Background: an optimization exercise with open tools, aiming at small area and a short achievable clock period. Do not read the settings as production practice. RTL that was checked went through simulation tests only; none was proved equivalent to the original. Only the layout flow was run in run 2; the RTL was not checked for function there. Power and IR drop assume default switching activity.

<file path="flow/constraint.sdc">
create_clock -name core_clock -period 8.0 [get_ports {clk}]
set_input_delay 1.6000 -clock core_clock [delete_from_list [all_inputs] [get_ports {clk}]]
set_output_delay 1.6000 -clock core_clock [all_outputs]
set_load 0.01 [all_outputs]
</file>
<file path="flow/flow/run.sh">
#!/bin/bash
# Layout flow: the standard ORFS flow (standard.sh, unchanged synthesis and
# scripts) with the port buffers that placement inserts made the smallest
# buffer instead of the one buffer_ports picks by default. Timing repair still
# resizes any port buffer on a critical path.
set -euo pipefail
export BUFFER_PORTS_ARGS="-buffer_cell sky130_fd_sc_hd__buf_1"
bash standard.sh > standard.log 2>&1
</file>
<file path="flow/design.v">
`default_nettype none
package mm_pkg;
  localparam int ARRAY_N = 3;
  localparam int ELEM_W = 8;
  localparam int ACC_W  = 16;
  typedef logic signed [ELEM_W-1:0] elem_t;
  typedef logic signed [ACC_W-1:0]  acc_t;
  typedef enum logic [1:0] {
    SEQ_IDLE = 2'd0,
    SEQ_RUN  = 2'd1,
    SEQ_DONE = 2'd2
  } seq_state_t;
endpackage
`default_nettype wire
`default_nettype none
package mm_regs_pkg;
  localparam int AXI_ADDR_W = 8;
  localparam int AXI_DATA_W = 32;
  localparam logic [AXI_ADDR_W-1:0] REG_CTRL   = 8'h00;
  localparam logic [AXI_ADDR_W-1:0] REG_STATUS = 8'h04;
  localparam logic [AXI_ADDR_W-1:0] OPND_BASE  = 8'h40;
  localparam logic [AXI_ADDR_W-1:0] RES_BASE   = 8'h80;
  localparam int CTRL_START = 0;
  localparam int CTRL_CLEAR = 1;
  localparam int STAT_BUSY = 0;
  localparam int STAT_DONE = 1;
  localparam int STAT_FULL = 2;
  typedef enum logic [1:0] {
    RESP_OKAY   = 2'b00,
    RESP_SLVERR = 2'b10
  } axi_resp_t;
endpackage
`default_nettype wire
`default_nettype none
module mm_dot3 (
  input  wire [7:0]  i_a0, i_a1, i_a2,
  input  wire [7:0]  i_b0, i_b1, i_b2,
  output wire [47:0] o_st
);
  wire pp1;
  wire pp2;
  wire pp3;
  wire pp4;
  wire pp5;
  wire pp6;
  wire pp7;
  wire pp8;
  wire pp9;
  wire pp10;
  wire pp11;
  wire pp12;
  wire pp13;
  wire pp14;
  wire pp15;
  wire pp16;
  wire pp17;
  wire pp18;
  wire pp19;
  wire pp20;
  wire pp21;
  wire pp22;
  wire pp23;
  wire pp24;
  wire pp25;
  wire pp26;
  wire pp27;
  wire pp28;
  wire pp29;
  wire pp30;
  wire pp31;
  wire pp32;
  wire pp33;
  wire pp34;
  wire pp35;
  wire pp36;
  wire pp37;
  wire pp38;
  wire pp39;
  wire pp40;
  wire pp41;
  wire pp42;
  wire pp43;
  wire pp44;
  wire pp45;
  wire pp46;
  wire pp47;
  wire pp48;
  wire pp49;
  wire pp50;
  wire pp51;
  wire pp52;
  wire pp53;
  wire pp54;
  wire pp55;
  wire pp56;
  wire pp57;
  wire pp58;
  wire pp59;
  wire pp60;
  wire pp61;
  wire pp62;
  wire pp63;
  wire pp64;
  wire pp65;
  wire pp66;
  wire pp67;
  wire pp68;
  wire pp69;
  wire pp70;
  wire pp71;
  wire pp72;
  wire pp73;
  wire pp74;
  wire pp75;
  wire pp76;
  wire pp77;
  wire pp78;
  wire pp79;
  wire pp80;
  wire pp81;
  wire pp82;
  wire pp83;
  wire pp84;
  wire pp85;
  wire pp86;
  wire pp87;
  wire pp88;
  wire pp89;
  wire pp90;
  wire pp91;
  wire pp92;
  wire pp93;
  wire pp94;
  wire pp95;
  wire pp96;
  wire pp97;
  wire pp98;
  wire pp99;
  wire pp100;
  wire pp101;
  wire pp102;
  wire pp103;
  wire pp104;
  wire pp105;
  wire pp106;
  wire pp107;
  wire pp108;
  wire pp109;
  wire pp110;
  wire pp111;
  wire pp112;
  wire pp113;
  wire pp114;
  wire pp115;
  wire pp116;
  wire pp117;
  wire pp118;
  wire pp119;
  wire pp120;
  wire pp121;
  wire pp122;
  wire pp123;
  wire pp124;
  wire pp125;
  wire pp126;
  wire pp127;
  wire pp128;
  wire pp129;
  wire pp130;
  wire pp131;
  wire pp132;
  wire pp133;
  wire pp134;
  wire pp135;
  wire pp136;
  wire pp137;
  wire pp138;
  wire pp139;
  wire pp140;
  wire pp141;
  wire pp142;
  wire pp143;
  wire pp144;
  wire pp145;
  wire pp146;
  wire pp147;
  wire pp148;
  wire pp149;
  wire pp150;
  wire pp151;
  wire pp152;
  wire pp153;
  wire pp154;
  wire pp155;
  wire pp156;
  wire pp157;
  wire pp158;
  wire pp159;
  wire pp160;
  wire pp161;
  wire pp162;
  wire pp163;
  wire pp164;
  wire pp165;
  wire pp166;
  wire pp167;
  wire pp168;
  wire pp169;
  wire pp170;
  wire pp171;
  wire pp172;
  wire pp173;
  wire pp174;
  wire pp175;
  wire pp176;
  wire pp177;
  wire pp178;
  wire pp179;
  wire pp180;
  wire pp181;
  wire pp182;
  wire pp183;
  wire pp184;
  wire pp185;
  wire pp186;
  wire pp187;
  wire pp188;
  wire pp189;
  wire pp190;
  wire pp191;
  wire pp192;
  wire s193;
  wire c194;
  wire s195;
  wire c196;
  wire s197;
  wire c198;
  wire s199;
  wire c200;
  wire s201;
  wire c202;
  wire s203;
  wire c204;
  wire s205;
  wire c206;
  wire s207;
  wire c208;
  wire s209;
  wire c210;
  wire s211;
  wire c212;
  wire s213;
  wire c214;
  wire s215;
  wire c216;
  wire s217;
  wire c218;
  wire s219;
  wire c220;
  wire s221;
  wire c222;
  wire s223;
  wire c224;
  wire s225;
  wire c226;
  wire s227;
  wire c228;
  wire s229;
  wire c230;
  wire s231;
  wire c232;
  wire s233;
  wire c234;
  wire s235;
  wire c236;
  wire s237;
  wire c238;
  wire s239;
  wire c240;
  wire s241;
  wire c242;
  wire s243;
  wire c244;
  wire s245;
  wire c246;
  wire s247;
  wire c248;
  wire s249;
  wire c250;
  wire s251;
  wire c252;
  wire s253;
  wire c254;
  wire s255;
  wire c256;
  wire s257;
  wire c258;
  wire s259;
  wire c260;
  wire s261;
  wire c262;
  wire s263;
  wire c264;
  wire s265;
  wire c266;
  wire s267;
  wire c268;
  wire s269;
  wire c270;
  wire s271;
  wire c272;
  wire s273;
  wire c274;
  wire s275;
  wire c276;
  wire s277;
  wire c278;
  wire s279;
  wire c280;
  wire s281;
  wire c282;
  wire s283;
  wire c284;
  wire s285;
  wire c286;
  wire s287;
  wire c288;
  wire s289;
  wire c290;
  wire s291;
  wire c292;
  wire s293;
  wire c294;
  wire s295;
  wire c296;
  wire s297;
  wire c298;
  wire s299;
  wire c300;
  wire s301;
  wire c302;
  wire s303;
  wire c304;
  wire s305;
  wire c306;
  wire s307;
  wire c308;
  wire s309;
  wire c310;
  wire s311;
  wire c312;
  wire s313;
  wire c314;
  wire s315;
  wire c316;
  wire s317;
  wire c318;
  wire s319;
  wire c320;
  wire s321;
  wire c322;
  wire s323;
  wire c324;
  wire s325;
  wire c326;
  wire s327;
  wire c328;
  wire s329;
  wire c330;
  wire s331;
  wire c332;
  wire s333;
  wire c334;
  wire s335;
  wire c336;
  wire s337;
  wire c338;
  wire s339;
  wire c340;
  wire s341;
  wire c342;
  wire s343;
  wire c344;
  wire s345;
  wire c346;
  wire s347;
  wire c348;
  wire s349;
  wire c350;
  wire s351;
  wire c352;
  wire s353;
  wire c354;
  wire s355;
  wire c356;
  wire s357;
  wire c358;
  wire s359;
  wire c360;
  wire s361;
  wire c362;
  wire s363;
  wire c364;
  wire s365;
  wire c366;
  wire s367;
  wire c368;
  wire s369;
  wire c370;
  wire s371;
  wire c372;
  wire s373;
  wire c374;
  wire s375;
  wire c376;
  wire s377;
  wire c378;
  wire s379;
  wire c380;
  wire s381;
  wire c382;
  wire s383;
  wire c384;
  wire s385;
  wire c386;
  wire s387;
  wire c388;
  wire s389;
  wire c390;
  wire s391;
  wire c392;
  wire s393;
  wire c394;
  wire s395;
  wire c396;
  wire s397;
  wire c398;
  wire s399;
  wire c400;
  wire s401;
  wire c402;
  wire s403;
  wire c404;
  wire s405;
  wire c406;
  wire s407;
  wire c408;
  wire s409;
  wire c410;
  wire s411;
  wire c412;
  wire s413;
  wire c414;
  wire s415;
  wire c416;
  wire s417;
  wire c418;
  wire s419;
  wire c420;
  wire s421;
  wire c422;
  wire s423;
  wire c424;
  wire s425;
  wire c426;
  wire s427;
  wire c428;
  wire s429;
  wire c430;
  wire s431;
  wire c432;
  wire s433;
  wire c434;
  wire s435;
  wire c436;
  wire s437;
  wire c438;
  wire s439;
  wire c440;
  wire s441;
  wire c442;
  wire s443;
  wire c444;
  wire s445;
  wire c446;
  wire s447;
  wire c448;
  wire s449;
  wire c450;
  wire s451;
  wire c452;
  wire s453;
  wire c454;
  wire s455;
  wire c456;
  wire s457;
  wire c458;
  wire s459;
  wire c460;
  wire s461;
  wire c462;
  wire s463;
  wire c464;
  wire s465;
  wire c466;
  wire s467;
  wire c468;
  wire s469;
  wire c470;
  wire s471;
  wire c472;
  wire s473;
  wire c474;
  wire s475;
  wire c476;
  wire s477;
  wire c478;
  wire s479;
  wire c480;
  wire s481;
  wire c482;
  wire s483;
  wire c484;
  wire s485;
  wire c486;
  wire s487;
  wire c488;
  wire s489;
  wire c490;
  wire s491;
  wire c492;
  wire s493;
  wire c494;
  wire s495;
  wire c496;
  wire s497;
  wire c498;
  wire s499;
  wire c500;
  wire s501;
  wire c502;
  wire s503;
  assign pp1 = ~(i_a0[0] & i_b0[0]);
  assign pp2 = ~(i_a0[0] & i_b0[1]);
  assign pp3 = ~(i_a0[0] & i_b0[2]);
  assign pp4 = ~(i_a0[0] & i_b0[3]);
  assign pp5 = ~(i_a0[0] & i_b0[4]);
  assign pp6 = ~(i_a0[0] & i_b0[5]);
  assign pp7 = ~(i_a0[0] & i_b0[6]);
  assign pp8 = i_a0[0] & i_b0[7];
  assign pp9 = ~(i_a0[1] & i_b0[0]);
  assign pp10 = ~(i_a0[1] & i_b0[1]);
  assign pp11 = ~(i_a0[1] & i_b0[2]);
  assign pp12 = ~(i_a0[1] & i_b0[3]);
  assign pp13 = ~(i_a0[1] & i_b0[4]);
  assign pp14 = ~(i_a0[1] & i_b0[5]);
  assign pp15 = ~(i_a0[1] & i_b0[6]);
  assign pp16 = i_a0[1] & i_b0[7];
  assign pp17 = ~(i_a0[2] & i_b0[0]);
  assign pp18 = ~(i_a0[2] & i_b0[1]);
  assign pp19 = ~(i_a0[2] & i_b0[2]);
  assign pp20 = ~(i_a0[2] & i_b0[3]);
  assign pp21 = ~(i_a0[2] & i_b0[4]);
  assign pp22 = ~(i_a0[2] & i_b0[5]);
  assign pp23 = ~(i_a0[2] & i_b0[6]);
  assign pp24 = i_a0[2] & i_b0[7];
  assign pp25 = ~(i_a0[3] & i_b0[0]);
  assign pp26 = ~(i_a0[3] & i_b0[1]);
  assign pp27 = ~(i_a0[3] & i_b0[2]);
  assign pp28 = ~(i_a0[3] & i_b0[3]);
  assign pp29 = ~(i_a0[3] & i_b0[4]);
  assign pp30 = ~(i_a0[3] & i_b0[5]);
  assign pp31 = ~(i_a0[3] & i_b0[6]);
  assign pp32 = i_a0[3] & i_b0[7];
  assign pp33 = ~(i_a0[4] & i_b0[0]);
  assign pp34 = ~(i_a0[4] & i_b0[1]);
  assign pp35 = ~(i_a0[4] & i_b0[2]);
  assign pp36 = ~(i_a0[4] & i_b0[3]);
  assign pp37 = ~(i_a0[4] & i_b0[4]);
  assign pp38 = ~(i_a0[4] & i_b0[5]);
  assign pp39 = ~(i_a0[4] & i_b0[6]);
  assign pp40 = i_a0[4] & i_b0[7];
  assign pp41 = ~(i_a0[5] & i_b0[0]);
  assign pp42 = ~(i_a0[5] & i_b0[1]);
  assign pp43 = ~(i_a0[5] & i_b0[2]);
  assign pp44 = ~(i_a0[5] & i_b0[3]);
  assign pp45 = ~(i_a0[5] & i_b0[4]);
  assign pp46 = ~(i_a0[5] & i_b0[5]);
  assign pp47 = ~(i_a0[5] & i_b0[6]);
  assign pp48 = i_a0[5] & i_b0[7];
  assign pp49 = ~(i_a0[6] & i_b0[0]);
  assign pp50 = ~(i_a0[6] & i_b0[1]);
  assign pp51 = ~(i_a0[6] & i_b0[2]);
  assign pp52 = ~(i_a0[6] & i_b0[3]);
  assign pp53 = ~(i_a0[6] & i_b0[4]);
  assign pp54 = ~(i_a0[6] & i_b0[5]);
  assign pp55 = ~(i_a0[6] & i_b0[6]);
  assign pp56 = i_a0[6] & i_b0[7];
  assign pp57 = i_a0[7] & i_b0[0];
  assign pp58 = i_a0[7] & i_b0[1];
  assign pp59 = i_a0[7] & i_b0[2];
  assign pp60 = i_a0[7] & i_b0[3];
  assign pp61 = i_a0[7] & i_b0[4];
  assign pp62 = i_a0[7] & i_b0[5];
  assign pp63 = i_a0[7] & i_b0[6];
  assign pp64 = ~(i_a0[7] & i_b0[7]);
  assign pp65 = ~(i_a1[0] & i_b1[0]);
  assign pp66 = ~(i_a1[0] & i_b1[1]);
  assign pp67 = ~(i_a1[0] & i_b1[2]);
  assign pp68 = ~(i_a1[0] & i_b1[3]);
  assign pp69 = ~(i_a1[0] & i_b1[4]);
  assign pp70 = ~(i_a1[0] & i_b1[5]);
  assign pp71 = ~(i_a1[0] & i_b1[6]);
  assign pp72 = i_a1[0] & i_b1[7];
  assign pp73 = ~(i_a1[1] & i_b1[0]);
  assign pp74 = ~(i_a1[1] & i_b1[1]);
  assign pp75 = ~(i_a1[1] & i_b1[2]);
  assign pp76 = ~(i_a1[1] & i_b1[3]);
  assign pp77 = ~(i_a1[1] & i_b1[4]);
  assign pp78 = ~(i_a1[1] & i_b1[5]);
  assign pp79 = ~(i_a1[1] & i_b1[6]);
  assign pp80 = i_a1[1] & i_b1[7];
  assign pp81 = ~(i_a1[2] & i_b1[0]);
  assign pp82 = ~(i_a1[2] & i_b1[1]);
  assign pp83 = ~(i_a1[2] & i_b1[2]);
  assign pp84 = ~(i_a1[2] & i_b1[3]);
  assign pp85 = ~(i_a1[2] & i_b1[4]);
  assign pp86 = ~(i_a1[2] & i_b1[5]);
  assign pp87 = ~(i_a1[2] & i_b1[6]);
  assign pp88 = i_a1[2] & i_b1[7];
  assign pp89 = ~(i_a1[3] & i_b1[0]);
  assign pp90 = ~(i_a1[3] & i_b1[1]);
  assign pp91 = ~(i_a1[3] & i_b1[2]);
  assign pp92 = ~(i_a1[3] & i_b1[3]);
  assign pp93 = ~(i_a1[3] & i_b1[4]);
  assign pp94 = ~(i_a1[3] & i_b1[5]);
  assign pp95 = ~(i_a1[3] & i_b1[6]);
  assign pp96 = i_a1[3] & i_b1[7];
  assign pp97 = ~(i_a1[4] & i_b1[0]);
  assign pp98 = ~(i_a1[4] & i_b1[1]);
  assign pp99 = ~(i_a1[4] & i_b1[2]);
  assign pp100 = ~(i_a1[4] & i_b1[3]);
  assign pp101 = ~(i_a1[4] & i_b1[4]);
  assign pp102 = ~(i_a1[4] & i_b1[5]);
  assign pp103 = ~(i_a1[4] & i_b1[6]);
  assign pp104 = i_a1[4] & i_b1[7];
  assign pp105 = ~(i_a1[5] & i_b1[0]);
  assign pp106 = ~(i_a1[5] & i_b1[1]);
  assign pp107 = ~(i_a1[5] & i_b1[2]);
  assign pp108 = ~(i_a1[5] & i_b1[3]);
  assign pp109 = ~(i_a1[5] & i_b1[4]);
  assign pp110 = ~(i_a1[5] & i_b1[5]);
  assign pp111 = ~(i_a1[5] & i_b1[6]);
  assign pp112 = i_a1[5] & i_b1[7];
  assign pp113 = ~(i_a1[6] & i_b1[0]);
  assign pp114 = ~(i_a1[6] & i_b1[1]);
  assign pp115 = ~(i_a1[6] & i_b1[2]);
  assign pp116 = ~(i_a1[6] & i_b1[3]);
  assign pp117 = ~(i_a1[6] & i_b1[4]);
  assign pp118 = ~(i_a1[6] & i_b1[5]);
  assign pp119 = ~(i_a1[6] & i_b1[6]);
  assign pp120 = i_a1[6] & i_b1[7];
  assign pp121 = i_a1[7] & i_b1[0];
  assign pp122 = i_a1[7] & i_b1[1];
  assign pp123 = i_a1[7] & i_b1[2];
  assign pp124 = i_a1[7] & i_b1[3];
  assign pp125 = i_a1[7] & i_b1[4];
  assign pp126 = i_a1[7] & i_b1[5];
  assign pp127 = i_a1[7] & i_b1[6];
  assign pp128 = ~(i_a1[7] & i_b1[7]);
  assign pp129 = ~(i_a2[0] & i_b2[0]);
  assign pp130 = ~(i_a2[0] & i_b2[1]);
  assign pp131 = ~(i_a2[0] & i_b2[2]);
  assign pp132 = ~(i_a2[0] & i_b2[3]);
  assign pp133 = ~(i_a2[0] & i_b2[4]);
  assign pp134 = ~(i_a2[0] & i_b2[5]);
  assign pp135 = ~(i_a2[0] & i_b2[6]);
  assign pp136 = i_a2[0] & i_b2[7];
  assign pp137 = ~(i_a2[1] & i_b2[0]);
  assign pp138 = ~(i_a2[1] & i_b2[1]);
  assign pp139 = ~(i_a2[1] & i_b2[2]);
  assign pp140 = ~(i_a2[1] & i_b2[3]);
  assign pp141 = ~(i_a2[1] & i_b2[4]);
  assign pp142 = ~(i_a2[1] & i_b2[5]);
  assign pp143 = ~(i_a2[1] & i_b2[6]);
  assign pp144 = i_a2[1] & i_b2[7];
  assign pp145 = ~(i_a2[2] & i_b2[0]);
  assign pp146 = ~(i_a2[2] & i_b2[1]);
  assign pp147 = ~(i_a2[2] & i_b2[2]);
  assign pp148 = ~(i_a2[2] & i_b2[3]);
  assign pp149 = ~(i_a2[2] & i_b2[4]);
  assign pp150 = ~(i_a2[2] & i_b2[5]);
  assign pp151 = ~(i_a2[2] & i_b2[6]);
  assign pp152 = i_a2[2] & i_b2[7];
  assign pp153 = ~(i_a2[3] & i_b2[0]);
  assign pp154 = ~(i_a2[3] & i_b2[1]);
  assign pp155 = ~(i_a2[3] & i_b2[2]);
  assign pp156 = ~(i_a2[3] & i_b2[3]);
  assign pp157 = ~(i_a2[3] & i_b2[4]);
  assign pp158 = ~(i_a2[3] & i_b2[5]);
  assign pp159 = ~(i_a2[3] & i_b2[6]);
  assign pp160 = i_a2[3] & i_b2[7];
  assign pp161 = ~(i_a2[4] & i_b2[0]);
  assign pp162 = ~(i_a2[4] & i_b2[1]);
  assign pp163 = ~(i_a2[4] & i_b2[2]);
  assign pp164 = ~(i_a2[4] & i_b2[3]);
  assign pp165 = ~(i_a2[4] & i_b2[4]);
  assign pp166 = ~(i_a2[4] & i_b2[5]);
  assign pp167 = ~(i_a2[4] & i_b2[6]);
  assign pp168 = i_a2[4] & i_b2[7];
  assign pp169 = ~(i_a2[5] & i_b2[0]);
  assign pp170 = ~(i_a2[5] & i_b2[1]);
  assign pp171 = ~(i_a2[5] & i_b2[2]);
  assign pp172 = ~(i_a2[5] & i_b2[3]);
  assign pp173 = ~(i_a2[5] & i_b2[4]);
  assign pp174 = ~(i_a2[5] & i_b2[5]);
  assign pp175 = ~(i_a2[5] & i_b2[6]);
  assign pp176 = i_a2[5] & i_b2[7];
  assign pp177 = ~(i_a2[6] & i_b2[0]);
  assign pp178 = ~(i_a2[6] & i_b2[1]);
  assign pp179 = ~(i_a2[6] & i_b2[2]);
  assign pp180 = ~(i_a2[6] & i_b2[3]);
  assign pp181 = ~(i_a2[6] & i_b2[4]);
  assign pp182 = ~(i_a2[6] & i_b2[5]);
  assign pp183 = ~(i_a2[6] & i_b2[6]);
  assign pp184 = i_a2[6] & i_b2[7];
  assign pp185 = i_a2[7] & i_b2[0];
  assign pp186 = i_a2[7] & i_b2[1];
  assign pp187 = i_a2[7] & i_b2[2];
  assign pp188 = i_a2[7] & i_b2[3];
  assign pp189 = i_a2[7] & i_b2[4];
  assign pp190 = i_a2[7] & i_b2[5];
  assign pp191 = i_a2[7] & i_b2[6];
  assign pp192 = ~(i_a2[7] & i_b2[7]);
  mm_fa u_s193 (.i_a(pp106), .i_b(pp113), .i_c(pp135), .o_s(s193), .o_c(c194));
  mm_fa u_s195 (.i_a(pp100), .i_b(pp107), .i_c(pp114), .o_s(s195), .o_c(c196));
  mm_fa u_s197 (.i_a(pp121), .i_b(pp136), .i_c(pp143), .o_s(s197), .o_c(c198));
  mm_fa u_s199 (.i_a(pp15), .i_b(pp150), .i_c(pp157), .o_s(s199), .o_c(c200));
  mm_ha u_s201 (.i_a(pp101), .i_b(pp108), .o_s(s201), .o_c(c202));
  mm_fa u_s203 (.i_a(pp115), .i_b(pp122), .i_c(pp144), .o_s(s203), .o_c(c204));
  mm_fa u_s205 (.i_a(pp151), .i_b(pp158), .i_c(pp16), .o_s(s205), .o_c(c206));
  mm_ha u_s207 (.i_a(pp102), .i_b(pp109), .o_s(s207), .o_c(c208));
  mm_xnor u_s209 (.i_a(pp116), .i_b(pp123), .o_y(s209));
  mm_or u_c210 (.i_a(pp116), .i_b(pp123), .o_y(c210));
  mm_fa u_s211 (.i_a(pp12), .i_b(pp133), .i_c(pp140), .o_s(s211), .o_c(c212));
  mm_fa u_s213 (.i_a(pp105), .i_b(pp13), .i_c(pp134), .o_s(s213), .o_c(c214));
  mm_fa u_s215 (.i_a(pp141), .i_b(pp148), .i_c(pp155), .o_s(s215), .o_c(c216));
  mm_fa u_s217 (.i_a(pp162), .i_b(pp169), .i_c(pp20), .o_s(s217), .o_c(c218));
  mm_fa u_s219 (.i_a(pp14), .i_b(pp142), .i_c(pp149), .o_s(s219), .o_c(c220));
  mm_fa u_s221 (.i_a(pp156), .i_b(pp163), .i_c(pp170), .o_s(s221), .o_c(c222));
  mm_fa u_s223 (.i_a(pp177), .i_b(pp21), .i_c(pp28), .o_s(s223), .o_c(c224));
  mm_fa u_s225 (.i_a(pp35), .i_b(pp42), .i_c(pp49), .o_s(s225), .o_c(c226));
  mm_xnor u_s227 (.i_a(pp7), .i_b(pp71), .o_y(s227));
  mm_or u_c228 (.i_a(pp7), .i_b(pp71), .o_y(c228));
  mm_fa u_s229 (.i_a(pp164), .i_b(pp171), .i_c(pp178), .o_s(s229), .o_c(c230));
  mm_fa u_s231 (.i_a(pp185), .i_b(pp22), .i_c(pp29), .o_s(s231), .o_c(c232));
  mm_fa u_s233 (.i_a(pp36), .i_b(pp43), .i_c(pp50), .o_s(s233), .o_c(c234));
  mm_fa u_s235 (.i_a(pp57), .i_b(pp72), .i_c(pp79), .o_s(s235), .o_c(c236));
  mm_fa u_s237 (.i_a(pp8), .i_b(pp86), .i_c(pp93), .o_s(s237), .o_c(c238));
  mm_xnor u_s239 (.i_a(c194), .i_b(s195), .o_y(s239));
  mm_or u_c240 (.i_a(c194), .i_b(s195), .o_y(c240));
  mm_fa u_s241 (.i_a(pp165), .i_b(pp172), .i_c(pp179), .o_s(s241), .o_c(c242));
  mm_fa u_s243 (.i_a(pp186), .i_b(pp23), .i_c(pp30), .o_s(s243), .o_c(c244));
  mm_fa u_s245 (.i_a(pp37), .i_b(pp44), .i_c(pp51), .o_s(s245), .o_c(c246));
  mm_fa u_s247 (.i_a(pp58), .i_b(pp80), .i_c(pp87), .o_s(s247), .o_c(c248));
  mm_fa u_s249 (.i_a(pp94), .i_b(c196), .i_c(c198), .o_s(s249), .o_c(c250));
  mm_fa u_s251 (.i_a(c200), .i_b(s201), .i_c(s203), .o_s(s251), .o_c(c252));
  mm_fa u_s253 (.i_a(pp152), .i_b(pp159), .i_c(pp166), .o_s(s253), .o_c(c254));
  mm_fa u_s255 (.i_a(pp173), .i_b(pp180), .i_c(pp187), .o_s(s255), .o_c(c256));
  mm_fa u_s257 (.i_a(pp24), .i_b(pp31), .i_c(pp38), .o_s(s257), .o_c(c258));
  mm_fa u_s259 (.i_a(pp45), .i_b(pp52), .i_c(pp59), .o_s(s259), .o_c(c260));
  mm_fa u_s261 (.i_a(pp88), .i_b(pp95), .i_c(s209), .o_s(s261), .o_c(c262));
  mm_fa u_s263 (.i_a(c202), .i_b(c204), .i_c(c206), .o_s(s263), .o_c(c264));
  mm_fa u_s265 (.i_a(pp103), .i_b(pp110), .i_c(pp117), .o_s(s265), .o_c(c266));
  mm_fa u_s267 (.i_a(pp124), .i_b(pp160), .i_c(pp167), .o_s(s267), .o_c(c268));
  mm_fa u_s269 (.i_a(pp174), .i_b(pp181), .i_c(pp188), .o_s(s269), .o_c(c270));
  mm_fa u_s271 (.i_a(pp32), .i_b(pp39), .i_c(pp46), .o_s(s271), .o_c(c272));
  mm_fa u_s273 (.i_a(pp53), .i_b(pp60), .i_c(pp96), .o_s(s273), .o_c(c274));
  mm_fa u_s275 (.i_a(pp104), .i_b(pp111), .i_c(pp118), .o_s(s275), .o_c(c276));
  mm_fa u_s277 (.i_a(pp125), .i_b(pp168), .i_c(pp175), .o_s(s277), .o_c(c278));
  mm_fa u_s279 (.i_a(pp11), .i_b(pp132), .i_c(pp139), .o_s(s279), .o_c(c280));
  mm_xnor u_s281 (.i_a(pp146), .i_b(pp153), .o_y(s281));
  mm_or u_c282 (.i_a(pp146), .i_b(pp153), .o_y(c282));
  mm_fa u_s283 (.i_a(pp147), .i_b(pp154), .i_c(pp161), .o_s(s283), .o_c(c284));
  mm_fa u_s285 (.i_a(pp19), .i_b(pp26), .i_c(pp33), .o_s(s285), .o_c(c286));
  mm_fa u_s287 (.i_a(pp5), .i_b(pp69), .i_c(pp76), .o_s(s287), .o_c(c288));
  mm_fa u_s289 (.i_a(pp27), .i_b(pp34), .i_c(pp41), .o_s(s289), .o_c(c290));
  mm_fa u_s291 (.i_a(pp6), .i_b(pp70), .i_c(pp77), .o_s(s291), .o_c(c292));
  mm_fa u_s293 (.i_a(pp84), .i_b(pp91), .i_c(pp98), .o_s(s293), .o_c(c294));
  mm_xnor u_s295 (.i_a(c212), .i_b(s213), .o_y(s295));
  mm_or u_c296 (.i_a(c212), .i_b(s213), .o_y(c296));
  mm_fa u_s297 (.i_a(pp78), .i_b(pp85), .i_c(pp92), .o_s(s297), .o_c(c298));
  mm_fa u_s299 (.i_a(pp99), .i_b(s227), .i_c(c214), .o_s(s299), .o_c(c300));
  mm_fa u_s301 (.i_a(c216), .i_b(c218), .i_c(s193), .o_s(s301), .o_c(c302));
  mm_fa u_s303 (.i_a(s219), .i_b(s221), .i_c(s223), .o_s(s303), .o_c(c304));
  mm_fa u_s305 (.i_a(c228), .i_b(c220), .i_c(c222), .o_s(s305), .o_c(c306));
  mm_fa u_s307 (.i_a(c224), .i_b(c226), .i_c(s197), .o_s(s307), .o_c(c308));
  mm_fa u_s309 (.i_a(s199), .i_b(s229), .i_c(s231), .o_s(s309), .o_c(c310));
  mm_fa u_s311 (.i_a(s233), .i_b(s235), .i_c(s237), .o_s(s311), .o_c(c312));
  mm_fa u_s313 (.i_a(c230), .i_b(c232), .i_c(c234), .o_s(s313), .o_c(c314));
  mm_fa u_s315 (.i_a(c236), .i_b(c238), .i_c(s205), .o_s(s315), .o_c(c316));
  mm_fa u_s317 (.i_a(s241), .i_b(s243), .i_c(s245), .o_s(s317), .o_c(c318));
  mm_fa u_s319 (.i_a(s247), .i_b(c240), .i_c(s249), .o_s(s319), .o_c(c320));
  mm_fa u_s321 (.i_a(c242), .i_b(c244), .i_c(c246), .o_s(s321), .o_c(c322));
  mm_fa u_s323 (.i_a(c248), .i_b(s207), .i_c(s253), .o_s(s323), .o_c(c324));
  mm_fa u_s325 (.i_a(s255), .i_b(s257), .i_c(s259), .o_s(s325), .o_c(c326));
  mm_fa u_s327 (.i_a(s261), .i_b(c250), .i_c(c252), .o_s(s327), .o_c(c328));
  mm_fa u_s329 (.i_a(c210), .i_b(c208), .i_c(c254), .o_s(s329), .o_c(c330));
  mm_fa u_s331 (.i_a(c256), .i_b(c258), .i_c(c260), .o_s(s331), .o_c(c332));
  mm_fa u_s333 (.i_a(s265), .i_b(s267), .i_c(s269), .o_s(s333), .o_c(c334));
  mm_fa u_s335 (.i_a(s271), .i_b(s273), .i_c(c262), .o_s(s335), .o_c(c336));
  mm_fa u_s337 (.i_a(pp182), .i_b(pp189), .i_c(pp40), .o_s(s337), .o_c(c338));
  mm_fa u_s339 (.i_a(pp47), .i_b(pp54), .i_c(pp61), .o_s(s339), .o_c(c340));
  mm_fa u_s341 (.i_a(c266), .i_b(c268), .i_c(c270), .o_s(s341), .o_c(c342));
  mm_fa u_s343 (.i_a(c272), .i_b(c274), .i_c(s275), .o_s(s343), .o_c(c344));
  mm_fa u_s345 (.i_a(pp112), .i_b(pp119), .i_c(pp126), .o_s(s345), .o_c(c346));
  mm_fa u_s347 (.i_a(pp176), .i_b(pp183), .i_c(pp190), .o_s(s347), .o_c(c348));
  mm_fa u_s349 (.i_a(pp48), .i_b(pp55), .i_c(pp62), .o_s(s349), .o_c(c350));
  mm_fa u_s351 (.i_a(pp10), .i_b(pp131), .i_c(pp138), .o_s(s351), .o_c(c352));
  mm_xnor u_s353 (.i_a(pp145), .i_b(pp17), .o_y(s353));
  mm_or u_c354 (.i_a(pp145), .i_b(pp17), .o_y(c354));
  mm_fa u_s355 (.i_a(pp18), .i_b(pp25), .i_c(pp4), .o_s(s355), .o_c(c356));
  mm_fa u_s357 (.i_a(pp68), .i_b(pp75), .i_c(pp82), .o_s(s357), .o_c(c358));
  mm_xnor u_s359 (.i_a(pp89), .i_b(s281), .o_y(s359));
  mm_or u_c360 (.i_a(pp89), .i_b(s281), .o_y(c360));
  mm_fa u_s361 (.i_a(pp83), .i_b(pp90), .i_c(pp97), .o_s(s361), .o_c(c362));
  mm_fa u_s363 (.i_a(c282), .i_b(c280), .i_c(s211), .o_s(s363), .o_c(c364));
  mm_fa u_s365 (.i_a(s283), .i_b(s285), .i_c(s287), .o_s(s365), .o_c(c366));
  mm_fa u_s367 (.i_a(c284), .i_b(c286), .i_c(c288), .o_s(s367), .o_c(c368));
  mm_fa u_s369 (.i_a(s215), .i_b(s217), .i_c(s289), .o_s(s369), .o_c(c370));
  mm_fa u_s371 (.i_a(s291), .i_b(s293), .i_c(s295), .o_s(s371), .o_c(c372));
  mm_fa u_s373 (.i_a(c290), .i_b(c292), .i_c(c294), .o_s(s373), .o_c(c374));
  mm_fa u_s375 (.i_a(s225), .i_b(s297), .i_c(c296), .o_s(s375), .o_c(c376));
  mm_fa u_s377 (.i_a(s299), .i_b(s301), .i_c(s303), .o_s(s377), .o_c(c378));
  mm_fa u_s379 (.i_a(c298), .i_b(c300), .i_c(s239), .o_s(s379), .o_c(c380));
  mm_fa u_s381 (.i_a(c302), .i_b(c304), .i_c(s305), .o_s(s381), .o_c(c382));
  mm_fa u_s383 (.i_a(s307), .i_b(s309), .i_c(s311), .o_s(s383), .o_c(c384));
  mm_fa u_s385 (.i_a(c306), .i_b(c308), .i_c(c310), .o_s(s385), .o_c(c386));
  mm_fa u_s387 (.i_a(c312), .i_b(s313), .i_c(s315), .o_s(s387), .o_c(c388));
  mm_fa u_s389 (.i_a(s251), .i_b(s317), .i_c(s319), .o_s(s389), .o_c(c390));
  mm_fa u_s391 (.i_a(c314), .i_b(c316), .i_c(c318), .o_s(s391), .o_c(c392));
  mm_fa u_s393 (.i_a(s263), .i_b(s321), .i_c(s323), .o_s(s393), .o_c(c394));
  mm_fa u_s395 (.i_a(s325), .i_b(c320), .i_c(s327), .o_s(s395), .o_c(c396));
  mm_fa u_s397 (.i_a(c264), .i_b(c322), .i_c(c324), .o_s(s397), .o_c(c398));
  mm_fa u_s399 (.i_a(c326), .i_b(s329), .i_c(s331), .o_s(s399), .o_c(c400));
  mm_fa u_s401 (.i_a(s333), .i_b(s335), .i_c(c328), .o_s(s401), .o_c(c402));
  mm_fa u_s403 (.i_a(s277), .i_b(s337), .i_c(s339), .o_s(s403), .o_c(c404));
  mm_fa u_s405 (.i_a(c330), .i_b(c332), .i_c(c334), .o_s(s405), .o_c(c406));
  mm_fa u_s407 (.i_a(s341), .i_b(s343), .i_c(c336), .o_s(s407), .o_c(c408));
  mm_fa u_s409 (.i_a(c276), .i_b(c278), .i_c(c338), .o_s(s409), .o_c(c410));
  mm_fa u_s411 (.i_a(c340), .i_b(s345), .i_c(s347), .o_s(s411), .o_c(c412));
  mm_fa u_s413 (.i_a(s349), .i_b(c342), .i_c(c344), .o_s(s413), .o_c(c414));
  mm_fa u_s415 (.i_a(pp120), .i_b(pp127), .i_c(pp184), .o_s(s415), .o_c(c416));
  mm_fa u_s417 (.i_a(pp191), .i_b(pp56), .i_c(pp63), .o_s(s417), .o_c(c418));
  mm_fa u_s419 (.i_a(c346), .i_b(c348), .i_c(c350), .o_s(s419), .o_c(c420));
  mm_fa u_s421 (.i_a(pp130), .i_b(pp137), .i_c(pp2), .o_s(s421), .o_c(c422));
  mm_fa u_s423 (.i_a(pp3), .i_b(pp67), .i_c(pp74), .o_s(s423), .o_c(c424));
  mm_xnor u_s425 (.i_a(pp81), .i_b(s353), .o_y(s425));
  mm_or u_c426 (.i_a(pp81), .i_b(s353), .o_y(c426));
  mm_fa u_s427 (.i_a(c354), .i_b(c352), .i_c(s279), .o_s(s427), .o_c(c428));
  mm_fa u_s429 (.i_a(s355), .i_b(s357), .i_c(s359), .o_s(s429), .o_c(c430));
  mm_fa u_s431 (.i_a(c356), .i_b(c358), .i_c(c360), .o_s(s431), .o_c(c432));
  mm_fa u_s433 (.i_a(s361), .i_b(s363), .i_c(s365), .o_s(s433), .o_c(c434));
  mm_fa u_s435 (.i_a(c362), .i_b(c364), .i_c(c366), .o_s(s435), .o_c(c436));
  mm_fa u_s437 (.i_a(s367), .i_b(s369), .i_c(s371), .o_s(s437), .o_c(c438));
  mm_fa u_s439 (.i_a(c368), .i_b(c370), .i_c(s373), .o_s(s439), .o_c(c440));
  mm_fa u_s441 (.i_a(s375), .i_b(c372), .i_c(s377), .o_s(s441), .o_c(c442));
  mm_fa u_s443 (.i_a(c374), .i_b(c376), .i_c(s379), .o_s(s443), .o_c(c444));
  mm_fa u_s445 (.i_a(c378), .i_b(s381), .i_c(s383), .o_s(s445), .o_c(c446));
  mm_fa u_s447 (.i_a(c380), .i_b(c382), .i_c(s385), .o_s(s447), .o_c(c448));
  mm_fa u_s449 (.i_a(c384), .i_b(s387), .i_c(s389), .o_s(s449), .o_c(c450));
  mm_fa u_s451 (.i_a(c386), .i_b(c388), .i_c(s391), .o_s(s451), .o_c(c452));
  mm_fa u_s453 (.i_a(s393), .i_b(c390), .i_c(s395), .o_s(s453), .o_c(c454));
  mm_fa u_s455 (.i_a(c392), .i_b(s397), .i_c(c394), .o_s(s455), .o_c(c456));
  mm_fa u_s457 (.i_a(s399), .i_b(s401), .i_c(c396), .o_s(s457), .o_c(c458));
  mm_fa u_s459 (.i_a(s403), .i_b(c398), .i_c(c400), .o_s(s459), .o_c(c460));
  mm_fa u_s461 (.i_a(s405), .i_b(s407), .i_c(c402), .o_s(s461), .o_c(c462));
  mm_fa u_s463 (.i_a(c404), .i_b(s409), .i_c(s411), .o_s(s463), .o_c(c464));
  mm_fa u_s465 (.i_a(c406), .i_b(s413), .i_c(c408), .o_s(s465), .o_c(c466));
  mm_fa u_s467 (.i_a(s415), .i_b(s417), .i_c(c410), .o_s(s467), .o_c(c468));
  mm_fa u_s469 (.i_a(c412), .i_b(s419), .i_c(c414), .o_s(s469), .o_c(c470));
  mm_fa u_s471 (.i_a(pp128), .i_b(pp192), .i_c(pp64), .o_s(s471), .o_c(c472));
  mm_fa u_s473 (.i_a(c416), .i_b(c418), .i_c(c420), .o_s(s473), .o_c(c474));
  mm_xnor u_s475 (.i_a(pp66), .i_b(pp73), .o_y(s475));
  mm_or u_c476 (.i_a(pp66), .i_b(pp73), .o_y(c476));
  mm_fa u_s477 (.i_a(c422), .i_b(s351), .i_c(s423), .o_s(s477), .o_c(c478));
  mm_fa u_s479 (.i_a(c424), .i_b(c426), .i_c(s427), .o_s(s479), .o_c(c480));
  mm_fa u_s481 (.i_a(c428), .i_b(s431), .i_c(c430), .o_s(s481), .o_c(c482));
  mm_fa u_s483 (.i_a(c432), .i_b(c434), .i_c(s435), .o_s(s483), .o_c(c484));
  mm_fa u_s485 (.i_a(c436), .i_b(s439), .i_c(c438), .o_s(s485), .o_c(c486));
  mm_fa u_s487 (.i_a(c440), .i_b(s443), .i_c(c442), .o_s(s487), .o_c(c488));
  mm_fa u_s489 (.i_a(c444), .i_b(s447), .i_c(c446), .o_s(s489), .o_c(c490));
  mm_fa u_s491 (.i_a(c448), .i_b(s451), .i_c(c450), .o_s(s491), .o_c(c492));
  mm_fa u_s493 (.i_a(c452), .i_b(s455), .i_c(c454), .o_s(s493), .o_c(c494));
  mm_fa u_s495 (.i_a(c456), .i_b(s459), .i_c(s461), .o_s(s495), .o_c(c496));
  mm_fa u_s497 (.i_a(s463), .i_b(c460), .i_c(s465), .o_s(s497), .o_c(c498));
  mm_fa u_s499 (.i_a(s467), .i_b(c464), .i_c(s469), .o_s(s499), .o_c(c500));
  mm_fa u_s501 (.i_a(s471), .i_b(c468), .i_c(s473), .o_s(s501), .o_c(c502));
  assign s503 = ~(c472);
  assign o_st = {c474, s503, c502, c470, s501, c500, c466, s499, c498, c462, s497, c496, c458, s495, c494, s457, s493, c492, s453, s491, c490, s449, s489, c488, s445, s487, c486, s441, s485, c484, s437, s483, c482, s433, s481, c480, s429, s479, c478, s425, s477, c476, s421, pp9, s475, pp65, pp129, pp1};
endmodule
module mm_dot3_fin (
  input  wire [47:0] i_st,
  output wire [15:0] o_n0,
  output wire [15:0] o_n1
);
  wire s1;
  wire c2;
  wire s3;
  wire c4;
  wire s5;
  wire c6;
  wire s7;
  wire c8;
  wire s9;
  wire c10;
  wire s11;
  wire c12;
  wire s13;
  wire c14;
  wire s15;
  wire c16;
  wire s17;
  wire c18;
  wire s19;
  wire c20;
  wire s21;
  wire c22;
  wire s23;
  wire c24;
  wire s25;
  wire c26;
  wire s27;
  wire c28;
  wire s29;
  wire c30;
  wire s31;
  mm_xnor u_s1 (.i_a(i_st[0]), .i_b(i_st[1]), .o_y(s1));
  mm_or u_c2 (.i_a(i_st[0]), .i_b(i_st[1]), .o_y(c2));
  mm_fa u_s3 (.i_a(i_st[3]), .i_b(i_st[4]), .i_c(i_st[5]), .o_s(s3), .o_c(c4));
  mm_fa u_s5 (.i_a(i_st[6]), .i_b(i_st[7]), .i_c(i_st[8]), .o_s(s5), .o_c(c6));
  mm_fa u_s7 (.i_a(i_st[10]), .i_b(i_st[11]), .i_c(i_st[9]), .o_s(s7), .o_c(c8));
  mm_fa u_s9 (.i_a(i_st[12]), .i_b(i_st[13]), .i_c(i_st[14]), .o_s(s9), .o_c(c10));
  mm_fa u_s11 (.i_a(i_st[15]), .i_b(i_st[16]), .i_c(i_st[17]), .o_s(s11), .o_c(c12));
  mm_fa u_s13 (.i_a(i_st[18]), .i_b(i_st[19]), .i_c(i_st[20]), .o_s(s13), .o_c(c14));
  mm_fa u_s15 (.i_a(i_st[21]), .i_b(i_st[22]), .i_c(i_st[23]), .o_s(s15), .o_c(c16));
  mm_fa u_s17 (.i_a(i_st[24]), .i_b(i_st[25]), .i_c(i_st[26]), .o_s(s17), .o_c(c18));
  mm_fa u_s19 (.i_a(i_st[27]), .i_b(i_st[28]), .i_c(i_st[29]), .o_s(s19), .o_c(c20));
  mm_fa u_s21 (.i_a(i_st[30]), .i_b(i_st[31]), .i_c(i_st[32]), .o_s(s21), .o_c(c22));
  mm_fa u_s23 (.i_a(i_st[33]), .i_b(i_st[34]), .i_c(i_st[35]), .o_s(s23), .o_c(c24));
  mm_fa u_s25 (.i_a(i_st[36]), .i_b(i_st[37]), .i_c(i_st[38]), .o_s(s25), .o_c(c26));
  mm_fa u_s27 (.i_a(i_st[39]), .i_b(i_st[40]), .i_c(i_st[41]), .o_s(s27), .o_c(c28));
  mm_fa u_s29 (.i_a(i_st[42]), .i_b(i_st[43]), .i_c(i_st[44]), .o_s(s29), .o_c(c30));
  assign s31 = i_st[45] ^ i_st[46] ^ i_st[47];
  assign o_n0 = {c30, c28, c26, c24, c22, c20, c18, c16, c14, c12, c10, c8, c6, c4, c2, i_st[2]};
  assign o_n1 = {s31, s29, s27, s25, s23, s21, s19, s17, s15, s13, s11, s9, s7, s5, s3, s1};
endmodule
module mm_fa (input wire i_a, i_b, i_c, output wire o_s, o_c);
  assign o_s = i_a ^ i_b ^ i_c;
  assign o_c = (i_a & i_b) | (i_a & i_c) | (i_b & i_c);
endmodule
module mm_ha (input wire i_a, i_b, output wire o_s, o_c);
  assign o_s = i_a ^ i_b;
  assign o_c = i_a & i_b;
endmodule
module mm_xnor (input wire i_a, i_b, output wire o_y);
  assign o_y = ~(i_a ^ i_b);
endmodule
module mm_or (input wire i_a, i_b, output wire o_y);
  assign o_y = i_a | i_b;
endmodule
`default_nettype wire
`timescale 1ns/1ps
`default_nettype none
module mm_top (
  input  logic        clk,
  input  logic        rst_n,
  input  logic        i_awvalid,
  output logic        o_awready,
  input  logic [7:0]  i_awaddr,
  input  logic        i_wvalid,
  output logic        o_wready,
  input  logic [31:0] i_wdata,
  input  logic [3:0]  i_wstrb,
  output logic        o_bvalid,
  input  logic        i_bready,
  output logic [1:0]  o_bresp,
  input  logic        i_arvalid,
  output logic        o_arready,
  input  logic [7:0]  i_araddr,
  output logic        o_rvalid,
  input  logic        i_rready,
  output logic [31:0] o_rdata,
  output logic [1:0]  o_rresp
);
  logic        bvalid_q;
  logic        bslverr_q;
  logic        start_q;
  logic        clear_q;
  logic        busy_q;
  logic        done_q;
  logic [2:0]  cnt_q;
  logic [17:0] mask_q;
  logic        newbit_q;
  logic        full;
  logic        accept;
  logic        wr_go;
  logic        wr_ctrl;
  logic        wr_opnd;
  logic [4:0]  wr_slot;
  logic        opnd_we;
  assign wr_go     = i_awvalid && i_wvalid && !bvalid_q;
  assign o_awready = wr_go;
  assign o_wready  = wr_go;
  assign wr_ctrl = (i_awaddr == 8'h00);
  assign wr_opnd = (i_awaddr[1:0] == 2'b00) &&
                   ((i_awaddr[7:6] == 2'b01) || (i_awaddr[7:3] == 5'b10000));
  assign wr_slot = i_awaddr[6:2] - 5'd16;
  assign opnd_we = wr_go && wr_opnd && !busy_q;
  always_ff @(posedge clk or negedge rst_n) begin
    if (!rst_n) begin
      bvalid_q <= 1'b0;
      start_q  <= 1'b0;
      clear_q  <= 1'b0;
    end else begin
      if (bvalid_q && i_bready) bvalid_q <= 1'b0;
      if (wr_go) bvalid_q <= 1'b1;
      start_q <= wr_go && wr_ctrl && i_wdata[0];
      clear_q <= wr_go && wr_ctrl && i_wdata[1];
    end
  end
  always_ff @(posedge clk) begin
    if (wr_go) bslverr_q <= !(wr_ctrl || (wr_opnd && !busy_q));
  end
  assign o_bvalid = bvalid_q;
  assign o_bresp  = {bslverr_q, 1'b0};
  logic [2:0] ph_i_q;
  logic [2:0] ph_j_q;
  logic [2:0] ph_j_next;
  assign ph_j_next = ph_i_q[2] ? {ph_j_q[1:0], ph_j_q[2]} : ph_j_q;
  always_ff @(posedge clk or negedge rst_n) begin
    if (!rst_n) begin
      ph_i_q <= 3'b001;
      ph_j_q <= 3'b001;
    end else begin
      ph_i_q <= {ph_i_q[1:0], ph_i_q[2]};
      ph_j_q <= ph_j_next;
    end
  end
  logic [2:0]        wr_row;
  logic [2:0]        wr_col;
  logic              wr_a;
  logic              wr_b;
  logic [7:0]        a_q [3][3];
  logic [7:0]        b_q [3][3];
  logic [7:0]        bsel_q [3];
  always_comb begin
    wr_a = opnd_we && (wr_slot < 5'd9);
    wr_b = opnd_we && (wr_slot >= 5'd9);
    for (int r = 0; r < 3; r++) begin
      wr_row[r] = 1'b0;
      wr_col[r] = 1'b0;
      for (int c = 0; c < 3; c++) begin
        wr_row[r] = wr_row[r] | (wr_slot == 5'(3 * r + c)) | (wr_slot == 5'(9 + 3 * r + c));
        wr_col[r] = wr_col[r] | (wr_slot == 5'(3 * c + r)) | (wr_slot == 5'(9 + 3 * c + r));
      end
    end
  end
  always_ff @(posedge clk) begin
    for (int k = 0; k < 3; k++) begin
      for (int g = 0; g < 3; g++) begin
        if (wr_a && wr_col[k] &&
            ((ph_i_q[0] && wr_row[(g + 1) % 3]) ||
             (ph_i_q[1] && wr_row[(g + 2) % 3]) ||
             (ph_i_q[2] && wr_row[g])))
          a_q[k][g] <= i_wdata[7:0];
        else
          a_q[k][g] <= a_q[k][(g + 1) % 3];
      end
    end
  end
  always_ff @(posedge clk) begin
    for (int r = 0; r < 3; r++)
      for (int c = 0; c < 3; c++)
        if (wr_b && wr_row[r] && wr_col[c]) b_q[r][c] <= i_wdata[7:0];
  end
  always_ff @(posedge clk) begin
    for (int k = 0; k < 3; k++)
      bsel_q[k] <= ({8{ph_j_next[0]}} & b_q[k][0]) |
                   ({8{ph_j_next[1]}} & b_q[k][1]) |
                   ({8{ph_j_next[2]}} & b_q[k][2]);
  end
  always_ff @(posedge clk or negedge rst_n) begin
    if (!rst_n) begin
      mask_q   <= '0;
      newbit_q <= 1'b0;
    end else begin
      newbit_q <= 1'b0;
      if (clear_q) begin
        mask_q <= '0;
      end else if (opnd_we) begin
        mask_q[wr_slot] <= 1'b1;
        newbit_q        <= !mask_q[wr_slot];
      end
    end
  end
  assign full = (&mask_q) && !newbit_q;
  assign accept = start_q && full && !busy_q;
  always_ff @(posedge clk or negedge rst_n) begin
    if (!rst_n) begin
      busy_q <= 1'b0;
      done_q <= 1'b0;
    end else if (accept) begin
      busy_q <= 1'b1;
      done_q <= 1'b0;
    end else if (busy_q && cnt_q == 3'd7) begin
      busy_q <= 1'b0;
      done_q <= 1'b1;
    end
  end
  always_ff @(posedge clk) begin
    if (accept) cnt_q <= 3'd0;
    else if (busy_q) cnt_q <= cnt_q + 3'd1;
  end
  logic [47:0] dot_st;
  logic [47:0] st_q;
  logic [15:0] fin_n0;
  logic [15:0] fin_n1;
  logic [15:0] sum;
  logic        ring_we;
  logic [15:0] ring_q [9];
  mm_dot3 u_dot (
    .i_a0 (a_q[0][0]),
    .i_a1 (a_q[1][0]),
    .i_a2 (a_q[2][0]),
    .i_b0 (bsel_q[0]),
    .i_b1 (bsel_q[1]),
    .i_b2 (bsel_q[2]),
    .o_st (dot_st)
  );
  always_ff @(posedge clk) st_q <= dot_st;
  mm_dot3_fin u_fin (
    .i_st (st_q),
    .o_n0 (fin_n0),
    .o_n1 (fin_n1)
  );
  assign sum     = ~(fin_n0 + fin_n1 + 16'd1);
  assign ring_we = accept || busy_q;
  always_ff @(posedge clk) begin
    ring_q[0] <= ring_we ? sum : ring_q[8];
    for (int p = 1; p < 9; p++) ring_q[p] <= ring_q[p-1];
  end
  logic        arready_q;
  logic        rvalid_q;
  logic        rslverr_q;
  logic [15:0] rdata_q;
  logic        ar_go;
  logic        rd_ctrl;
  logic        rd_stat;
  logic        rd_res;
  logic [8:0]  rd_k;
  logic [8:0]  phase;
  logic [8:0]  rd_pos;
  logic [15:0] rd_val;
  logic [15:0] rd_data;
  assign ar_go   = i_arvalid && arready_q;
  assign rd_ctrl = (i_araddr == 8'h00);
  assign rd_stat = (i_araddr == 8'h04);
  assign rd_res  = (i_araddr[7] == 1'b1) && (i_araddr[1:0] == 2'b00) &&
                   (i_araddr[6:2] <= 5'd8);
  always_comb begin
    for (int f = 0; f < 9; f++) phase[f] = ph_j_q[f / 3] && ph_i_q[f % 3];
    for (int k = 0; k < 9; k++) rd_k[k] = (i_araddr[5:2] == 4'(k));
    for (int p = 0; p < 9; p++) begin
      rd_pos[p] = 1'b0;
      for (int k = 0; k < 9; k++) rd_pos[p] = rd_pos[p] | (rd_k[k] & phase[(p + 3 * (k % 3) + k / 3 + 2) % 9]);
    end
    rd_val = '0;
    for (int p = 0; p < 9; p++) rd_val = rd_val | ({16{rd_pos[p]}} & ring_q[p]);
    rd_data = '0;
    if (rd_res) rd_data = rd_val;
    else if (rd_stat) rd_data = {13'd0, full, done_q, busy_q};
  end
  always_ff @(posedge clk or negedge rst_n) begin
    if (!rst_n) begin
      arready_q <= 1'b0;
      rvalid_q  <= 1'b0;
    end else if (ar_go) begin
      arready_q <= 1'b0;
      rvalid_q  <= 1'b1;
    end else begin
      if (rvalid_q && i_rready) rvalid_q <= 1'b0;
      arready_q <= !rvalid_q || i_rready;
    end
  end
  always_ff @(posedge clk) begin
    if (ar_go) begin
      rslverr_q <= !(rd_ctrl || rd_stat || rd_res);
      rdata_q   <= rd_data;
    end
  end
  assign o_arready = arready_q;
  assign o_rvalid  = rvalid_q;
  assign o_rresp   = {rslverr_q, 1'b0};
  assign o_rdata   = {{16{rdata_q[15]}}, rdata_q};
endmodule
`default_nettype wire
</file>
<file path="flow/config.mk">
export PLATFORM = sky130hd
export DESIGN_NAME = mm_top
export DESIGN_NICKNAME = mm_top
export VERILOG_FILES = /design/flow/design.v
export SDC_FILE = /design/flow/constraint.sdc
export NUM_CORES = 4
export LEC_CHECK = 0
export ABC_CLOCK_PERIOD_IN_PS = 4000
export CAP_MARGIN = 20
export CORE_MARGIN = 2
export CORE_UTILIZATION = 60
export CTS_BUF_LIST = sky130_fd_sc_hd__clkbuf_8 sky130_fd_sc_hd__clkbuf_16
export CTS_CLUSTER_DIAMETER = 100
export CTS_CLUSTER_SIZE = 24
export PLACE_DENSITY = 0.7
export SETUP_SLACK_MARGIN = 4.55
export SLEW_MARGIN = 20
export SYNTH_HIERARCHICAL = 1
</file>
<file path="flow/standard.sh">
#!/bin/bash
# synth_recipe.tcl (not shown) runs the flow's synth.tcl, then flattens the netlist and writes it again
# the make line also repeats each setting of config.mk as NAME=value (left out here)
make -C /OpenROAD-flow-scripts/flow DESIGN_CONFIG=/design/flow/config.mk WORK_HOME=/design/flow/orfs CLKGATE_MAP_FILE= SYNTH_SCRIPT=/design/flow/synth_recipe.tcl "${@:-finish}"
</file>
==> qor.yml, run 1 <==
p_clk_share_pct: 33.3
synth_area_leader_cell: "dfxtp_1"
rows: 65
internal_power_mw: 2.663
synth.most_common_cell: "dfxtp_1"
setup_tns_ns: 0
drv_cap: 0
wl_um: 41390
syn-cell-area_um2: 19470
start_util_pct: 61.37
die_y_um: 184.1
clock_skew_ns: 0.02118
layout_min_cycle_time_ns: 3.527
start_kind: "input pin"
worst_hold_slack_ns: 0.3465
max_clock_freq_ghz: 0.2835
finalNetCount: 1802
required_ns: 6.40
cts_made_buffers: 21
drive_gt1_share_pct: 12.24
cp_max_fo: 3
r2r_slack_ns: 4.58
synth-edff-count: 90
leakagePower_nw: 7.038
cts_max_level: 1
yosysSeqAreaShare_pct: 47.94
ys_seq_elements: 413
async_reset_ff_share_pct: 7.748
multi_input_area_um2: 9117
r2r_end: "st_q[31]$_DFF_P_"
status: "complete, no violations"
p_sw_share_pct: 21.17
hold_start: "ring_q[3][9]$_DFF_P_"
min_path_type: "flip-flop to flip-flop"
ios: 100
drc: 0
ys_types: 89
crit_type: "input pin to output pin"
first_global_vias: 12020
power_density_nw_per_um2: 165.2
finalHoldViolCount: 0
synthToLayoutAreaGrowth_pct: 5.072
vdd_drop_max_mv: 0.1628
cts_tree: "built"
synth_common_cells: "dfxtp_1, nand2_1, fa_1"
cts.reportedPaths.clkPinSlew_ns: 0.09
antenna_cells: 0
pwr-share-seq_pct: 63.3
slew-limit-headroom_pct: 33.04
io_buffers: 69
drtIter0Drc: 1027
die-area_um2: 33900
whs_path_depth: 0
avgSynthCellArea_um2: 11.99
drt_first_pass_iters: 8
clkSinkCount: 413
setup.worst_path.start: "i_wvalid"
antenna_found_initial: 0
dp_hpwl_um: 28420
arrival_ns: 1.93
worstHoldEndpoint: "ring_q[4][9]$_DFF_P_"
die_w_um: 184.1
globalRoute.totalOverflow: 0
grt_max_degree: 35
clk_latency_ns: 0.53
synthCells: 1623
gp_congestion: 0.8924
cts-hold-fix-buffers: 0
grt_pass1_wl_um: 65970
synth_flop_cell: "dfxtp_1"
endpoint_kind: "output pin"
worst-r2r-cell-count: 6
antenna_left: 0
vias: 11900
grt_setup_unrepaired: "yes"
cts_buffer_depth: 3
grt_usage_pct: 25.03
utilization_pct: 64.49
fin_crit_sh_pct: 44.08
p_switching_mw: 0.7150
worst_pin_slew_ns: 1.004
regArea_um2: 9395
ys_warn_count: 15
root_buffer: "clkbuf_16"
viasPerCell: 6.038
combPwrFrac_pct: 3.4
core_um2: 31720
yosys-top-cells-area: "dfxtp_1, fa_1, edfxtp_1"
setup_violations: 0
drv_slew: 0
power_mw: 3.378
n_fill_cell: 2408
wl_per_cell_um: 21.00
yosysTopAreaCellShare_pct: 29.93
rr_startpoint: "bsel_q[2][1]$_DFF_P_"
==> power by group through the flow <==
stage	logic, mW	clock network (mW)	registers (mW)
after floorplan	0.0697	0	2.19
final	0.116	1.12	2.14
after detailed placement	0.105	0	2.19
after global placement	0.104	0	2.19
after CTS	0.110	1.15	2.14
after global routing	0.127	1.22	2.14
==> Yosys stat by module (local to each module, per instance) <==
module | flip-flops and latches | times used
mm_top | 413 | 1
mm_ha | 0 | 2
mm_dot3_fin | 0 | 1
mm_fa | 0 | 158
mm_or | 0 | 10
mm_xnor | 0 | 10
mm_dot3 | 0 | 1
==> timing repair <==
action | CTS | global route
pin swaps | 3 | 3
setup endpoints to repair | 168 | 165
resized for setup | 69 | 53
endpoints found under the hold margin | 0 | 0
setup buffers | 14 | 5
==> layer usage <==
layer | up-vias | wire (µm) | global-route usage [%]
met5 | - | 0 | 0
met3 | 62 | 3091 | 4.386
met2 | 467 | 19440 | 40.88
met1 | 5946 | 18130 | 35.33
met4 | 0 | 729 | 5.536
li1 | 5426 | - | -
==> through the flow <==
step / worst slack, ns / cells / cell area, µm²
global placement: 3.131 / 1919 / 19240
CTS: 4.470 / 1966 / 20220
finish: 4.473 / 1971 / 20450
global route: 4.456 / 1971 / 20450
detailed placement: 3.056 / 1919 / 19250
floorplan: 4.397 / 1624 / 19720
==> cells by family after synthesis <==
group           Yosys count  synth area share [%]
other cells               1               0.01926
fa+ha+maj               184                 17.96
buf+inv                 240                 7.417
simple gates            436                 10.70
xor+xnor                 23                 1.112
flops                   413                 47.94
mux                      85                 5.168
compound gates          241                 9.693
==> cell usage in the layout, fill, tap and decap left out, drive strengths merged, types with 45 or more instances in the layout <==
master  instances
a222oi         49
and2           45
buf            92
dfxtp         291
edfxtp         90
fa            159
inv            67
mux2           74
nand2         209
nor2           52
==> layout make-up <==
| cell class | instances | area share [%] |
|---|---|---|
| clock buffer | 22 | 2.637 |
| tap | 402 | 2.459 |
| clock inverter | 11 | 0.2630 |
| multi-input combinational | 971 | 44.58 |
| timing repair buffer | 96 | 3.053 |
| inverter | 56 | 1.077 |
| sequential | 413 | 45.93 |
==> critical path, stage by stage <==
cell and delay (ns):
buf_6 0.09, nand3_4 0.08, inv_4 0.04, buf_6 0.11
==> how the worst max path moves through the flow <==
stage	endpoint
floorplan	a_q[4][0]$_DFF_P_
global placement	a_q[8][4]$_DFF_P_
detailed placement	a_q[7][6]$_DFF_P_
CTS	o_awready
global route	o_awready
finish	o_awready
==> flip-flops by register name, indices dropped and copies added, names as in the netlist, 3 cells and up <==
register / cells
a_q: 72
mask_q: 18
ph_j_q: 3
st_q: 48
ph_i_q: 3
ring_q: 144
cnt_q: 3
b_q: 72
rdata_q: 16
bsel_q: 24
==> run 2: changes to the inputs <==
--- a/flow/design.v
+++ b/flow/design.v
@@ -1001,7 +1001,7 @@
   logic        done_q;
   logic [2:0]  cnt_q;
   logic [17:0] mask_q;
-  logic        newbit_q;
+  logic        full_q;
   logic        full;
   logic        accept;
   logic        wr_go;
@@ -1092,19 +1092,18 @@
   end
   always_ff @(posedge clk or negedge rst_n) begin
     if (!rst_n) begin
-      mask_q   <= '0;
-      newbit_q <= 1'b0;
+      mask_q <= '0;
+      full_q <= 1'b0;
     end else begin
-      newbit_q <= 1'b0;
+      full_q <= (&mask_q) && !clear_q;
       if (clear_q) begin
         mask_q <= '0;
       end else if (opnd_we) begin
         mask_q[wr_slot] <= 1'b1;
-        newbit_q        <= !mask_q[wr_slot];
       end
     end
   end
-  assign full = (&mask_q) && !newbit_q;
+  assign full = full_q;
   assign accept = start_q && full && !busy_q;
   always_ff @(posedge clk or negedge rst_n) begin
     if (!rst_n) begin
--- a/flow/config.mk
+++ b/flow/config.mk
@@ -9,7 +9,6 @@
 export CAP_MARGIN = 20
 export CORE_MARGIN = 2
 export CORE_UTILIZATION = 60
-export CTS_BUF_LIST = sky130_fd_sc_hd__clkbuf_8 sky130_fd_sc_hd__clkbuf_16
 export CTS_CLUSTER_DIAMETER = 100
 export CTS_CLUSTER_SIZE = 24
 export PLACE_DENSITY = 0.7
==> run 2 against run 1 <==
Against the previous run: still clean on timing, DRC and antenna; sequential share of layout area rose by 0.12 points; final area shrank 0.33%; critical path depth down 1; via count increased by 1.1%; first-iteration DRC count up 21%; utilization shrank 1.5 points; largest power group unchanged.
==> qor.yml, run 2 <==
status: "complete, no violations"
max_clock_freq_ghz: 0.2735  # -3.5%
root_buffer: "clkbuf_16"
power_density_nw_per_um2: 165.5  # +0.18%
p_clk_share_pct: 33.5  # +0.2 points
drive_gt1_share_pct: 13.90  # +1.7 points
layout_common_cells: "dfxtp_1, nand2_1, fa_1"
ys_types: 82  # -7.9%
cts_buffer_depth: 3  # unchanged
combPwrFrac_pct: 3.1  # -0.3 points
setup.worst_path.start: "i_awvalid"
synth_flop_cell: "dfxtp_1"
synthToLayoutAreaGrowth_pct: 4.102
grt_setup_unrepaired: "yes"
multi_input_area_um2: 9062  # -0.60%
viasPerCell: 5.942  # -1.6%
ys_seq_elements: 413  # unchanged
endpoint_kind: "output pin"
first_global_vias: 12400  # +3.2%
required_ns: 6.40  # about the same
async_reset_ff_share_pct: 7.748  # unchanged
largest_reg_flops: 144  # unchanged
vdd_drop_max_mv: 0.1690  # +3.8%
largest-register: "ring_q"
wl_um: 41570  # +0.43%
clkSinkCount: 413  # unchanged
worst_pin_slew_ns: 0.9553  # -0.04908 ns
p_switching_mw: 0.7079  # -0.99%
die_y_um: 184.7  # +0.29%
setup_tns_ns: 0  # unchanged
gp_congestion: 0.8959  # +0.39%
grt_max_degree: 39  # +11%
die-area_um2: 34100  # +0.59%
grt_usage_pct: 25.07  # +0.039 points
antenna_left: 0  # unchanged
p_sw_share_pct: 20.99  # -0.18 points
synth.most_common_cell: "dfxtp_1"
drv_cap: 0  # unchanged
cts_max_level: 1  # unchanged
leakagePower_nw: 7.000  # -0.55%
antenna_found_initial: 0  # unchanged
clock_skew_ns: 0.01270  # -0.008478 ns
vias: 12030  # +1.1%
core_um2: 32370  # +2.1%
finalNetCount: 1814  # +0.67%
grt_pass1_wl_um: 66760  # +1.2%
whs_path_depth: 0  # unchanged
yosysSeqAreaShare_pct: 47.65  # -0.28 points
ios: 100  # unchanged
avgSynthCellArea_um2: 11.96  # -0.26%
finalWorstSetupSlack_ns: 4.344  # -0.1294 ns
rr_startpoint: "a_q[6][4]$_DFF_P_"
min_path_type: "flip-flop to flip-flop"
reg_top3: "ring_q (144), a_q (72), b_q (72)"
antenna_cells: 0  # unchanged
cts_made_buffers: 21  # unchanged
n_fill_cell: 2523  # +4.8%
drv_slew: 0  # unchanged
die_w_um: 184.7  # +0.29%
wl_per_cell_um: 20.53  # -2.2%
worst_hold_slack_ns: 0.3462  # -0.0003440 ns
pwr-share-seq_pct: 63.4  # about the same
drtIter0Drc: 1239  # +21%
dp_hpwl_um: 28370  # -0.18%
cts.reportedPaths.clkPinSlew_ns: 0.09  # about the same
finalHoldViolCount: 0  # unchanged
layout_min_cycle_time_ns: 3.656  # +0.1294 ns
start_kind: "input pin"
arrival_ns: 2.06  # +0.13 ns
layout_commonest_cell: "dfxtp_1"
start_util_pct: 60.49  # -0.88 points
yosysTopAreaCellShare_pct: 29.75  # -0.18 points
setup_violations: 0  # unchanged
globalRoute.totalOverflow: 0  # unchanged
hold_start: "ring_q[5][14]$_DFF_P_"
yosys-top-cells-area: "dfxtp_1, fa_1, edfxtp_1"
regArea_um2: 9389  # about the same
worst-r2r-cell-count: 6  # unchanged
synth_area_leader_cell: "dfxtp_1"
synth-edff-count: 90  # unchanged
rows: 66  # +1.5%
drt_first_pass_iters: 9  # +1
cts_tree: "built"
slew-limit-headroom_pct: 36.31  # +3.3 points
synth_common_cells: "dfxtp_1, nand2_1, fa_1"
drc: 0  # unchanged
syn-cell-area_um2: 19580  # +0.60%
synthCells: 1637  # +0.86%
place_ws_ns: 3.316  # +0.2605 ns
crit_type: "input pin to output pin"
fin_crit_sh_pct: 45.70  # +1.6 points
io_buffers: 69  # unchanged
ys_warn_count: 15  # unchanged
cp_max_fo: 4  # +1
clk_latency_ns: 0.52  # about the same
internal_power_mw: 2.665  # about the same
[run 2: cell types whose count changed after synthesis, sizes merged, moves of 6 or more]
cell and delta:
a221o +17, a22oi +12, nor2b +17, nand3 -6, a222oi -25, a21boi -6, inv -11, nor2 +8
o22ai -7, nand2 -11, a21oi +9
[run 2: logic make-up after synthesis]
| logic type | share of synthesized area, % |
|---|---|
| AND/OR/NAND/NOR | 11.93 |
| other | 0.01915 |
| adder cells (fa/ha/maj) | 17.85 |
| flip-flops | 47.65 |
| buffers and inverters | 7.405 |
| AO/OA/AOI/OAI | 9.444 |
| multiplexers | 4.683 |
| XOR/XNOR | 1.016 |
[run 2: Yosys stat by module (local to each module, per instance)]
| module | cell area [µm²] | copies in the design |
|---|---|---|
| mm_top | 14630 | 1 |
| mm_fa | 20.02 | 158 |
| mm_ha | 12.51 | 2 |
| mm_or | 6.256 | 10 |
| mm_xnor | 8.758 | 10 |
| mm_dot3_fin | 264.0 | 1 |
| mm_dot3 | 1355 | 1 |
[run 2: area by class of cell]
class	instances	area share [%]
Inverter	45	0.8286
Sequential cell	413	46.06
Clock inverter	3	0.1166
Tap cell	442	2.713
Timing Repair Buffer	96	3.050
Clock buffer	32	2.780
Multi-Input combinational cell	994	44.45
[run 2: layer usage]
metal | up-vias | GRT usage [%] | routed length, µm
met5 | - | 0 | 0
met4 | 0 | 6.254 | 839
met3 | 80 | 2.984 | 2284
met2 | 446 | 42.74 | 20160
met1 | 6063 | 34.41 | 18280
li1 | 5444 | - | -
[run 2: timing repair]
item,in CTS,in global routing
setup buffers,7,10
hold buffers,0,0
setup endpoints to repair,169,172
pin swaps,3,4
resized for setup,61,45
gates cloned,0,1
[run 2: final timing paths]
path,endpoint,slack [ns]
max in group asynchronous,rvalid_q$_DFFE_PN0P_,6.34
min reg2reg,ring_q[6][14]$_DFF_P_,0.35
max reg2reg,st_q[31]$_DFF_P_,4.55
min,ring_q[6][14]$_DFF_P_,0.35
max,o_awready,4.34
min in group asynchronous,mask_q[11]$_DFFE_PN0P_,1.15
[run 2: through the flow]
step | total power, mW | cell area [µm²] | util, % | cells
after CTS | 3.396 | 20090 | 62.07 | 2014
final | 3.373 | 20390 | 62.98 | 2025
after global placement | 2.280 | 19210 | 59.36 | 1972
after floorplan | 2.253 | 19620 | - | 1638
after global routing | 3.488 | 20390 | 62.98 | 2025
after detailed placement | 2.282 | 19210 | 59.36 | 1972
[run 2: power groups by stage]
stage	clock (mW)	sequential [mW]	combinational (mW)
finish	1.13	2.14	0.104
CTS	1.16	2.14	0.0958
detailed placement	0	2.19	0.0915
global placement	0	2.19	0.0890
global route	1.23	2.14	0.115
floorplan	0	2.19	0.0589
[run 2: critical path, stage by stage]
cell and delay (ns):
buf_1 0.07, and3b_2 0.25, buf_6 0.13
